Background: an optimization exercise with open tools, aiming at a short achievable clock period and few clock cycles. Do not read the settings as production practice. Only simulation tests tie the RTL to the original design; equivalence was not proved.

## flow/design.v (module list and top-level ports; edited modules follow where they fit)
// module dot_product_unit: 8545 lines
// module transformation_block: 75 lines
module transformation_block #(
   parameter int FEATURE_COLS      = 96,
   parameter int WEIGHT_ROWS       = 96,
   parameter int FEATURE_ROWS      = 6,
   parameter int WEIGHT_COLS       = 3,
   parameter int FEATURE_WIDTH     = 5,
   parameter int WEIGHT_WIDTH      = 5,
   parameter int DOT_PROD_WIDTH    = 16,
   parameter int ADDRESS_WIDTH     = 13,
   parameter int FEATURE_BASE_ADDR = 512
) (
   input  logic                                             clk,
   input  logic                                             reset,
   input  logic                                             start,
   input  logic [WEIGHT_ROWS*WEIGHT_WIDTH-1:0]              data_in,
   output logic [ADDRESS_WIDTH-1:0]                         read_address,
   output logic                                             enable_read,
   output logic [FEATURE_ROWS*WEIGHT_COLS*DOT_PROD_WIDTH-1:0] fm_row_out,
   output logic                                             done
);
  // ...
==> flow/run.sh <==
#!/bin/bash
# synth_recipe.tcl (not shown) runs the flow's synth.tcl, then flattens the netlist and writes it again
# the make line also repeats each setting of config.mk as NAME=value (left out here)
make -C /OpenROAD-flow-scripts/flow DESIGN_CONFIG=/design/flow/config.mk WORK_HOME=/design/flow/orfs CLKGATE_MAP_FILE= SYNTH_SCRIPT=/design/flow/synth_recipe.tcl finish
==> flow/config.mk <==
export PLATFORM = sky130hd
export DESIGN_NAME = transformation_block
export DESIGN_NICKNAME = transformation_block
export VERILOG_FILES = /design/flow/design.v
export SDC_FILE = /design/flow/constraint.sdc
export NUM_CORES = 4
export LEC_CHECK = 0
export CAP_MARGIN = 20
export CORE_MARGIN = 2
export CORE_UTILIZATION = 35
export SLEW_MARGIN = 20
==> flow/constraint.sdc <==
create_clock -name core_clock -period 15.0 [get_ports {clk}]
set_input_delay 3.0000 -clock core_clock [delete_from_list [all_inputs] [get_ports {clk}]]
set_output_delay 3.0000 -clock core_clock [all_outputs]
set_load 0.01 [all_outputs]
==> impl_metrics.csv, run 1 <==
group,metric,value,unit
logic_synthesis,synth_top_family_by_area,"adder cells",
grt,overflow,0,
routing,firstDrtPassIters,8,
clock_network,clkTransAtPathRegs,60,ps
layout,fin_area,362000,µm²
routing,drt-met1-wl,719,mm
worst_hold_path,hold_end,"u_dot2.s2_q[42]",
logic_synthesis,synth.mux.area_fraction,0.0168,%
routing,met3_wirelength,204,mm
timing,fin_crit,6540,ps
logic_synthesis,synth_compound_area_share,0.268,%
setup_path,cp_common_cell,"fa_1",
logic_synthesis,ys_types,72,
layout,area_growth,13.3,%
layout,seq_cells,4364,
layout,drive_gt1_share,4.17,%
routing,antenna_left,1,
timing,clock.fmax,153,MHz
floorplanning,nWellTaps,12178,
floorplanning,dieWidth,960,µm
logic_synthesis,ys_top_cells_by_area,"fa_1, dfxtp_1, edfxtp_1",
status,so_faults,"antenna violations",
timing,min_period_over_period,43.6,%
floorplanning,io-pin-count,786,
routing,routed.top_layer,"met5",
placement,place_ws,8250,ps
clock_network,cts.root.buffer_cell,"clkbuf_16",
status,outcome,"finished with violations",
grt,antenna_found_initial,357,
setup_path,cp_top_family,"adder cells",
logic_synthesis,avgSynthCellArea,12.0,µm²
setup_path,crit_chain,"fa_1 > fa_1 > inv_1 > fa_1 > fa_1 > fa_1 > inv_1 > ha_1 > a21o_1 > a21oi_1 > a21oi_1 > o21ai_1 > mux2i_1 > nor3_1",
setup_path,path_depth,14,
routing,num_vias,210411,
routing,viasPerCell,5.18,
layout,layout_commonest_cell,"fa_1",
Testbench counts, summed over its fixed seeds: cycles 12,288.
==> module transformation_block, before the edit <==
module transformation_block #(
   parameter int FEATURE_COLS      = 96,
   parameter int WEIGHT_ROWS       = 96,
   parameter int FEATURE_ROWS      = 6,
   parameter int WEIGHT_COLS       = 3,
   parameter int FEATURE_WIDTH     = 5,
   parameter int WEIGHT_WIDTH      = 5,
   parameter int DOT_PROD_WIDTH    = 16,
   parameter int ADDRESS_WIDTH     = 13,
   parameter int FEATURE_BASE_ADDR = 512
) (
   input  logic                                             clk,
   input  logic                                             reset,
   input  logic                                             start,
   input  logic [WEIGHT_ROWS*WEIGHT_WIDTH-1:0]              data_in,
   output logic [ADDRESS_WIDTH-1:0]                         read_address,
   output logic                                             enable_read,
   output logic [FEATURE_ROWS*WEIGHT_COLS*DOT_PROD_WIDTH-1:0] fm_row_out,
   output logic                                             done
);
   localparam int VW = WEIGHT_ROWS * WEIGHT_WIDTH;
   localparam logic [3:0] C_IDLE = 4'd0;
   localparam logic [3:0] C_F0   = 4'd3;
   localparam logic [3:0] C_WB0  = 4'd5;     
   localparam logic [3:0] C_LAST = 4'd10;
   localparam logic [3:0] C_DONE = 4'd11;
   logic [3:0]  cnt, cnt_nx;
   logic [ADDRESS_WIDTH-1:0] addr_nx;
   logic [VW-1:0] w0, w1, w2;
   logic [DOT_PROD_WIDTH-1:0] res [WEIGHT_COLS];
   always_comb begin
      cnt_nx = cnt;
      case (cnt)
         C_IDLE:  if (start) cnt_nx = 4'd1;
         C_DONE:  if (!start) cnt_nx = C_IDLE;
         default: cnt_nx = cnt + 4'd1;
      endcase
   end
   always_comb begin
      if (cnt_nx >= C_F0 && cnt_nx < C_F0 + 4'(FEATURE_ROWS))
         addr_nx = ADDRESS_WIDTH'(FEATURE_BASE_ADDR) + ADDRESS_WIDTH'(cnt_nx - C_F0);
      else if (cnt_nx < C_F0)
         addr_nx = ADDRESS_WIDTH'(cnt_nx);
      else
         addr_nx = '0;
   end
   always_ff @(posedge clk or posedge reset) begin
      if (reset) begin
         cnt          <= C_IDLE;
         done         <= 1'b0;
         read_address <= '0;
      end else begin
         cnt          <= cnt_nx;
         done         <= (cnt_nx == C_DONE);
         read_address <= addr_nx;
      end
   end
   assign enable_read = 1'b1;
   always_ff @(posedge clk) begin
      if (cnt == 4'd0) w0 <= data_in;
      if (cnt == 4'd1) w1 <= data_in;
      if (cnt == 4'd2) w2 <= data_in;
   end
   dot_product_unit u_dot0 (.clk(clk), .feature(data_in), .weight(w0), .result(res[0]));
   dot_product_unit u_dot1 (.clk(clk), .feature(data_in), .weight(w1), .result(res[1]));
   dot_product_unit u_dot2 (.clk(clk), .feature(data_in), .weight(w2), .result(res[2]));
   always_ff @(posedge clk) begin
      for (int i = 0; i < FEATURE_ROWS; i++) begin
         if (cnt == C_WB0 + 4'(i)) begin
            for (int j = 0; j < WEIGHT_COLS; j++)
               fm_row_out[(i*WEIGHT_COLS + j)*DOT_PROD_WIDTH +: DOT_PROD_WIDTH] <= res[j];
         end
      end
   end
endmodule
==> inputs of run 2 (changes only) <==
--- a/flow/design.v
+++ b/flow/design.v
@@ -8571,6 +8571,8 @@
    localparam logic [3:0] C_DONE = 4'd11;
    logic [3:0]  cnt, cnt_nx;
    logic [ADDRESS_WIDTH-1:0] addr_nx;
+   logic [2:0]  addr_lo;       
+   logic        addr_f;        
    logic [VW-1:0] w0, w1, w2;
    logic [DOT_PROD_WIDTH-1:0] res [WEIGHT_COLS];
    always_comb begin
@@ -8591,15 +8593,22 @@
    end
    always_ff @(posedge clk or posedge reset) begin
       if (reset) begin
-         cnt          <= C_IDLE;
-         done         <= 1'b0;
-         read_address <= '0;
+         cnt     <= C_IDLE;
+         done    <= 1'b0;
+         addr_lo <= '0;
+         addr_f  <= 1'b0;
       end else begin
-         cnt          <= cnt_nx;
-         done         <= (cnt_nx == C_DONE);
-         read_address <= addr_nx;
+         cnt     <= cnt_nx;
+         done    <= (cnt_nx == C_DONE);
+         addr_lo <= addr_nx[2:0];
+         addr_f  <= addr_nx[9];
       end
    end
+   always_comb begin
+      read_address    = '0;
+      read_address[2:0] = addr_lo;
+      read_address[9] = addr_f;
+   end
    assign enable_read = 1'b1;
    always_ff @(posedge clk) begin
       if (cnt == 4'd0) w0 <= data_in;
@@ -8609,12 +8618,23 @@
    dot_product_unit u_dot0 (.clk(clk), .feature(data_in), .weight(w0), .result(res[0]));
    dot_product_unit u_dot1 (.clk(clk), .feature(data_in), .weight(w1), .result(res[1]));
    dot_product_unit u_dot2 (.clk(clk), .feature(data_in), .weight(w2), .result(res[2]));
+   localparam int RW = WEIGHT_COLS * DOT_PROD_WIDTH;
+   localparam int FW = FEATURE_ROWS * RW;
+   logic [FW-1:0] fm_dup;
+   logic [RW-1:0] res_row;
+   logic          wr;
+   always_comb begin
+      for (int j = 0; j < WEIGHT_COLS; j++)
+         res_row[j*DOT_PROD_WIDTH +: DOT_PROD_WIDTH] = res[j];
+   end
+   assign wr = (cnt >= C_WB0) && (cnt <= C_LAST);
    always_ff @(posedge clk) begin
-      for (int i = 0; i < FEATURE_ROWS; i++) begin
-         if (cnt == C_WB0 + 4'(i)) begin
-            for (int j = 0; j < WEIGHT_COLS; j++)
-               fm_row_out[(i*WEIGHT_COLS + j)*DOT_PROD_WIDTH +: DOT_PROD_WIDTH] <= res[j];
-         end
+      if (wr) begin
+         fm_row_out <= {res_row, fm_row_out[FW-1:RW]};
+         fm_dup     <= {res_row, fm_dup[FW-1:RW]};
+      end else begin
+         fm_row_out <= fm_dup;
+         fm_dup     <= fm_row_out;
       end
    end
 endmodule
==> flow/flow/run.sh (new file) <==
#!/bin/bash
# The standard ORFS layout (standard.sh, standard synthesis unchanged),
# with these changes:
#  - cells may be resized to other footprints (sky130hd's default forbids it);
#  - after detailed routing, remaining antenna violations get more diode
#    repair and re-routing (flow/antenna.tcl).
set -o pipefail
cat >> config.mk <<EOC
export SETUP_SLACK_MARGIN = 10.6
export POST_DETAIL_ROUTE_TCL = $PWD/flow/antenna.tcl
EOC
bash standard.sh finish MATCH_CELL_FOOTPRINT=0 > standard_run.log 2>&1
==> flow/flow/antenna.tcl (new file) <==
# Run after ORFS's own post-route antenna repair: if any antenna violation
# is left, insert diodes with a margin and re-route, a few times.
set extra_iters 0
while { [check_antennas] && $extra_iters < 4 } {
  repair_antennas -ratio_margin [expr { 20 + 10 * $extra_iters }]
  detailed_route {*}$::all_args
  incr extra_iters
}
==> flow/standard.sh (new file) <==
#!/bin/bash
# synth_recipe.tcl (not shown) runs the flow's synth.tcl, then flattens the netlist and writes it again
# the make line also repeats each setting of config.mk as NAME=value (left out here)
make -C /OpenROAD-flow-scripts/flow DESIGN_CONFIG=/design/flow/config.mk WORK_HOME=/design/flow/orfs CLKGATE_MAP_FILE= SYNTH_SCRIPT=/design/flow/synth_recipe.tcl "${@:-finish}"
--- a/flow/config.mk
+++ b/flow/config.mk
@@ -7,5 +7,7 @@
 export LEC_CHECK = 0
 export CAP_MARGIN = 20
 export CORE_MARGIN = 2
-export CORE_UTILIZATION = 35
+export CORE_UTILIZATION = 40
 export SLEW_MARGIN = 20
+export SETUP_SLACK_MARGIN = 10.6
+export POST_DETAIL_ROUTE_TCL = /design/flow/flow/antenna.tcl
removed: flow/run.sh
==> impl_metrics.csv, run 2 <==
group,metric,value,unit
routing,antenna_left,0,
timing,report.final.slew_viol_count,0,
routing,num_vias,230034,
logic_synthesis,ys_ff_latch,4650,
timing,min_period_over_period,34.3,%
logic_synthesis,netlist_area,330000,µm²
routing,wl_per_cell,48.0,µm
routing,drt_iter0_markers,31841,
grt,antenna_found_initial,416,
setup_path,critPathKind,"reg -> reg",
logic_synthesis,synth_common_cells,"fa_1, inv_1, and2_1",
setup_path,rr_startpoint,"u_dot2.s2_q[130]",
setup_path,cp-end-kind,"flip-flop",
logic_synthesis,synth-async-reset-ratio,0.194,%
timing,fin_crit,5150,ps
clock_network,clk_path_buf_depth,4,
timing,rsz0062_at_grt,"true",
logic_synthesis,ys_top_cells_by_area,"fa_1, dfxtp_1, edfxtp_1",
placement,io_buffers,775,
layout,layout_commonest_cell,"inv_1",
clock_network,cts_buffers,591,
floorplanning,io-pin-count,786,
timing,slew_headroom,14.6,%
clock_network,tritoncts,"built",
setup_path,reg2reg_depth,17,
floorplanning,fp.dieArea,832000,µm²
layout,final_cell_mix,"inv_1, fa_2, and2_1",
logic_synthesis,yosys_warnings,3,
layout,reg.largest.list,"u_dot0.s1_q x717, u_dot1.s1_q x717, u_dot2.s1_q x717",
grt,overflow,0,
logic_synthesis,synth-edff-count,1440,
setup_path,reg2reg_to,"fm_dup[286]",
clock_network,postCtsHoldBufs,0,
timing,tightestPinTransition,1280,ps
logic_synthesis,ys_types,57,
timing,clock.fmax,194,MHz
floorplanning,die_h,912,µm
logic_synthesis,yosys.area.top_type,"fa_1",
worst_hold_path,min_delay_path_depth,0,
worst_hold_path,worstHoldPathType,"reg -> reg",
logic_synthesis,yosys.cell_count.top_type,"fa_1",
clock_network,cts.root.buffer_cell,"clkbuf_16",
timing,fin_ws,9850,ps
timing,fin_tns_setup,0,ps
routing,drc,0,
floorplanning,initial_utilization,40.1,%
routing,viasPerCell,5.40,
clock_network,clock_latency,1240,ps
placement,gp_congestion,1.17,
setup_path,r2r_slack,9850,ps
logic_synthesis,synth_ff_type,"dfxtp_1",
clock_network,clkTransAtPathRegs,70,ps
routing,firstDrtPassIters,6,
clock_network,clock_sinks,4650,
layout,drive_gt1_share,33.9,%
floorplanning,dieWidth,912,µm
grt,grt_use_total,48.5,%
setup_path,critPathMaxFanout,6,
layout,area_growth,22.6,%
logic_synthesis,avgSynthCellArea,11.5,µm²
timing,hold-worst-slack,329,ps
routing,wl,2040,mm
grt,grt_pass1_vias,231354,
worst_hold_path,hp-start,"u_dot2.s1_q[17]",
logic_synthesis,syn_inst,28702,
worst_hold_path,hold_end,"u_dot2.s2_q[11]",
layout,final_net_count,38489,
placement,place_ws,7870,ps
setup_path,cp-start-kind,"flip-flop",
grt,grt_max_degree,195,
timing,final-setup-viol-count,0,
setup_path,required,16100,ps
logic_synthesis,synth_top_area_share,43.2,%
logic_synthesis,ys_seq_area_share,32.6,%
floorplanning,num_rows,333,
floorplanning,coreArea,822000,µm²
timing,hold_viol_final,0,
setup_path,cp.arrival,6250,ps
job,drv_cap,0,
placement,dp_hpwl,1730,mm
timing,clock-skew-final,90.5,ps
status,outcome,"timing/DRC/antenna clean",
clock_network,htreeDepth,6,
grt,grt_pass1_wl,2540,mm
-- run 2: layout make-up --
| class | count | area (µm²) |
|---|---|---|
| inverters | 7017 | 26500 |
| diodes | 441 | 1100 |
| clock buffers | 828 | 17200 |
| multi-input cells | 16415 | 211000 |
| repair buffers | 2074 | 22900 |
| well taps | 10887 | 13600 |
| fillers | 74283 | 418000 |
| flip-flops and latches | 4650 | 108000 |
| clock inverters | 261 | 3380 |
-- run 2: cell families (layout without fill, tap and decap cells) --
kind of cell / after synthesis / count (layout) / synth area share [%]
and+or+nand+nor: 8907 / 8907 / 14.4
buffers and inverters: 7645 / 10180 / 8.76
adders and majority gates: 7257 / 7257 / 43.7
DFF: 4650 / 4650 / 32.6
AOI/OAI and AO/OA: 198 / 198 / 0.376
muxes: 22 / 22 / 0.0698
xor gates and xnor gates: 21 / 21 / 0.0558
other: 2 / 451 / 0.00228
-- run 2: layer usage --
layer | track usage (%) | part of all wire, % | vias up | wire length, µm
li1 | - | - | 85825 | -
met1 | 62.2 | 38 | 125386 | 772000
met2 | 66.8 | 40 | 15169 | 826000
met3 | 17.0 | 12 | 3486 | 239000
met4 | 37.7 | 10 | 168 | 203000
met5 | 0.222 | 0.068 | - | 1390
-- run 2: what timing repair did --
item / in CTS / in global routing
pin swaps: 326 / 227
cloned: 99 / 19
setup endpoints to repair: 2658 / 966
buffers inserted: 820 / 84
resized for setup: 3655 / 563
-- run 2: worst max-delay path by stage --
stage                     startpoint                to  depth (start not counted)
detailed placement      data_in[333]  u_dot2.s1_q[699]                          7
floorplan                     cnt[0]             w0[0]                          4
CTS                  u_dot2.s2_q[33]       fm_dup[286]                         18
global route         u_dot2.s2_q[33]       fm_dup[286]                         18
finish              u_dot2.s2_q[130]       fm_dup[286]                         17
global placement        data_in[334]  u_dot2.s1_q[699]                          7
-- run 2: critical path, stage by stage (launching register included) --
cell and delay, ps:
dfxtp_1 360, inv_1 70, fa_1 530, inv_1 60, fa_1 450, inv_1 90
fa_1 160, inv_1 50, fa_1 490, inv_1 60, fa_1 820, inv_1 350
ha_1 510, nand2_1 160, or3_1 400, mux2i_2 210, a21oi_4 90, o21a_1 150
-- run 2: through the flow --
step | std cells | util, % | area, µm²
2_1_floorplan | 28710 | - | 351000
3_3_place_gp | 40019 | 44.6 | 367000
3_5_place_dp | 40021 | 44.6 | 367000
4_1_cts | 42029 | 48.8 | 401000
5_1_grt | 42366 | 49.1 | 404000
6_report | 42573 | 49.2 | 404000
Testbench counts of run 2, summed over its fixed seeds: cycles 12,288.

-- afterwards: timing with drivers on the ports --
The results above use ideal ports. As a check the final layouts listed here were re-extracted and re-timed, cells and wires unchanged.
Step 1 sets driving cells, clkbuf_16 on the clock port and buf_2 on the other inputs (assumed; they add their load-dependent delay and slew).
Step 2, shift: input delay + t, output delay - t, t = (earliest + latest rising clock arrival at the registers) / 2. This alone moves slack from input paths to output paths.
a / b / c = ideal / step 1 / step 2; a / b = the first two.
run	t, ns	slack for setup (ns)	worst setup path at the end	latest minus earliest clock arrival (ns)
run 1	1.236	8.462 / 8.462 / 8.096	input to register	0.115 / 0.115
run 2	1.369	9.851 / 9.851 / 9.130	input to register	0.093 / 0.093
For run 2, which loses most, drivers alone change the setup slack by 0.000 ns; drivers and shift together by -0.721 ns.
